Context: an optimization exercise on an open-source flow, tuned for small area, a short achievable clock period and few clock cycles. The choices shown serve that exercise and are no tape-out recipe.
In this exercise RTL edits were held to simulation tests only and were not proved equivalent to the original.
Power and IR drop assume default switching activity.

==> job 7747: inputs <==
==> flow/design.v (excerpt) <==
module time_ordered_event_queue #(
  parameter int QUEUE_DEPTH = 64,
  parameter int TIME_BITS   = 40
) (
  input  logic                  clk,
  input  logic                  rst,
  input  logic                    req_valid,
  output logic                    req_ready,
  input  logic                    req_type,
  input  logic [FIELD_TIME_W-1:0] req_event_time,
  input  logic [KIND_W-1:0]       req_event_kind,
  input  logic [IDENT_W-1:0]      req_event_ident,
  input  logic [LINE_W-1:0]       req_line_number,
  output logic                    rsp_valid,
  input  logic                    rsp_ready,
  output logic [STATUS_W-1:0]     rsp_status,
  output logic [FIELD_TIME_W-1:0] rsp_out_time,
  output logic [KIND_W-1:0]       rsp_out_kind,
  output logic [IDENT_W-1:0]      rsp_out_ident,
  output logic [LINE_W-1:0]       rsp_out_line,
  output logic [OCC_W-1:0]        rsp_occupancy,
  input  logic                  psel,
  input  logic                  penable,
  input  logic                  pwrite,
  input  logic [APB_ADDR_W-1:0] paddr,
  input  logic [APB_DATA_W-1:0] pwdata,
  output logic [APB_DATA_W-1:0] prdata,
  output logic                  pready
);
Settings: LEC_CHECK=0, CAP_MARGIN=20, CORE_MARGIN=2, CORE_UTILIZATION=62, CTS_CLUSTER_DIAMETER=100, CTS_CLUSTER_SIZE=24, PLACE_DENSITY=0.72, SETUP_SLACK_MARGIN=3.0, SLEW_MARGIN=20, TNS_END_PERCENT=100; clock period 6.5 ns.
standard.sh (not shown) runs the stock make flow with config.mk's settings and CLKGATE_MAP_FILE= SYNTH_SCRIPT=/design/flow/synth_recipe.tcl, a recipe that flattens the netlist after the stock synthesis.
==> flow/flow/run.sh <==
#!/bin/bash
# The standard layout (standard.sh, with config.mk's settings) plus three
# changes: the APB address and read-data pins sit together on the die's edge
# (io.tcl, read where the floorplan step reads IO_CONSTRAINTS), the port
# buffers are buf_4 cells instead of the delay buffers buffer_ports would pick,
# and the steps estimate wire parasitics with pessimistic layer RC
# (layer_rc.tcl, read in place of the platform's setRC.tcl).
set -euo pipefail
work=$(pwd)
bash standard.sh \
  "IO_CONSTRAINTS=$work/flow/io.tcl" \
  "BUFFER_PORTS_ARGS=-buffer_cell sky130_fd_sc_hd__buf_4" \
  "LAYER_PARASITICS_FILE=$work/flow/layer_rc.tcl" \
  finish > "$work/standard.log" 2>&1
==> flow/flow/io.tcl <==
set_io_pin_constraint -group -order -pin_names {paddr[0] paddr[1] paddr[2] paddr[3] prdata[0] prdata[1] prdata[2] prdata[3] prdata[4] prdata[5] prdata[6] prdata[7] prdata[8] prdata[9] prdata[10] prdata[11] prdata[12] prdata[13] prdata[14] prdata[15] prdata[16] prdata[17] prdata[18] prdata[19] prdata[20] prdata[21] prdata[22] prdata[23] prdata[24] prdata[25] prdata[26] prdata[27] prdata[28] prdata[29] prdata[30] prdata[31] prdata[32] prdata[33] prdata[34] prdata[35] prdata[36] prdata[37] prdata[38] prdata[39]}
==> flow/flow/layer_rc.tcl <==
set_layer_rc -layer li1 -capacitance 1.873750e-04 -resistance 8.970000e-02
set_layer_rc -layer met1 -capacitance 2.154688e-04 -resistance 1.116125e-03
set_layer_rc -layer met2 -capacitance 1.702913e-04 -resistance 1.116125e-03
set_layer_rc -layer met3 -capacitance 2.687025e-04 -resistance 1.958750e-04
set_layer_rc -layer met4 -capacitance 1.851600e-04 -resistance 1.958750e-04
set_layer_rc -layer met5 -capacitance 1.926087e-04 -resistance 2.226250e-05

set_layer_rc -via mcon -resistance 9.249146E-3
set_layer_rc -via via -resistance 4.5E-3
set_layer_rc -via via2 -resistance 3.368786E-3
set_layer_rc -via via3 -resistance 0.376635E-3
set_layer_rc -via via4 -resistance 0.00580E-3

set_wire_rc -signal -layer met1
set_wire_rc -clock -layer met3
==> inputs of job 9476, as changes to job 7747 <==
==> flow/flow/run.sh (replaced) <==
#!/bin/bash
# The standard layout (standard.sh, with config.mk's settings) plus two
# changes: the APB address and read-data pins sit together on the die's edge
# (io.tcl, read where the floorplan step reads IO_CONSTRAINTS), and the port
# buffers are buf_4 cells instead of the delay buffers buffer_ports would pick.
set -euo pipefail
work=$(pwd)
bash standard.sh \
  "IO_CONSTRAINTS=$work/flow/io.tcl" \
  "BUFFER_PORTS_ARGS=-buffer_cell sky130_fd_sc_hd__buf_4" \
  finish > "$work/standard.log" 2>&1
--- a/flow/config.mk
+++ b/flow/config.mk
@@ -8,8 +8,8 @@
 export CAP_MARGIN = 20
 export CORE_MARGIN = 2
-export CORE_UTILIZATION = 62
+export CORE_UTILIZATION = 55
 export CTS_CLUSTER_DIAMETER = 100
 export CTS_CLUSTER_SIZE = 24
-export PLACE_DENSITY = 0.72
+export PLACE_DENSITY = 0.65
 export SETUP_SLACK_MARGIN = 3.0
 export SLEW_MARGIN = 20
removed: flow/flow/layer_rc.tcl
==> run notes <==
| item | job 7747 | job 9476 |
|---|---|---|
| Via count | 253000 | 250000 |
| Clock network power consumption | 17.6 mW | 18.2 mW |
| Worst endpoint data arrival time | 2290 ps | 4810 ps |
| Terminus of the critical flop-to-flop path | a_vec[60] | a_vec[9] |
| Clock Power Share | 0.223 | 0.230 |
| R2r worst-path depth | 11 | 9 |
| First-pass iteration count of the detailed router | 14 | 17 |
| Final Skew | 90.3 ps | 89.6 ps |
| Relative max-transition margin | 0.229 | 0.0964 |
| Outcome | finished clean | finished clean |
| Final Net Count | 27500 | 27300 |
| Worst-skew pair later-pin latency | 1100 ps | 1090 ps |
| Area taken by flip-flops and latches | 103000 µm² | 103000 µm² |
| Average via count per standard cell | 7.74 | 7.51 |
| GR met3 Demand/Resource | 0.199 | 0.148 |
| Highest clock frequency the design can meet | 278 MHz | 261 MHz |
| Leakage power of the design | 103 nW | 101 nW |
| Total buffers and inverters traversed by the critical path | 4 | 2 |
| Non-filler cells in the finished layout | 32700 | 33200 |
| Number of diodes added for antenna fixing | 56 | 58 |
| Number of tapcells | 5242 | 5928 |
| Launch instance of the worst min-delay path | req_line_number[0] | req_event_ident[9] |
| First-pass GRT wire length | 1540000 µm | 1580000 µm |
| Effective utilization at floorplan | 0.622 | 0.552 |
Testbench counts of job 7747, summed over its fixed seeds: cycles 32,024.
Testbench counts of job 9476, summed over its fixed seeds: cycles 32,024.

separate check: timing with driven ports:
How much do the figures lean on ideal ports? The routed layouts below were timed once more, with nothing changed but the port constraints.
Step 1 (the two cells are an assumption about what drives the block):
set clk [get_ports {clk}]
set_driving_cell -lib_cell sky130_fd_sc_hd__clkbuf_16 $clk
set_driving_cell -lib_cell sky130_fd_sc_hd__buf_2 [delete_from_list [all_inputs] $clk]
Step 2 times the ports against the registers' clock, not the clock port: input delays grow and output delays shrink by t, the midpoint of the rising clock arrivals with the driver on.
Three values: ideal, step 1, step 2; two values: the first two.
| run | t, ns | slack for setup (ns) | hold slack, ns | worst setup path after step 2 | latest minus earliest clock arrival (ns) |
|---|---|---|---|---|---|
| job 7747 | 1.192 | 2.905 / 2.843 / 1.650 | 0.298 / 0.191 / 0.408 | input to register | 0.091 / 0.091 |
| job 9476 | 1.180 | 2.674 / 2.766 / 1.585 | 0.309 / 0.201 / 0.404 | input to register | 0.092 / 0.091 |
After both steps setup and hold are still met in every run listed. For job 7747, which loses most, drivers alone change the setup slack by -0.062 ns; drivers and shift together by -1.255 ns.
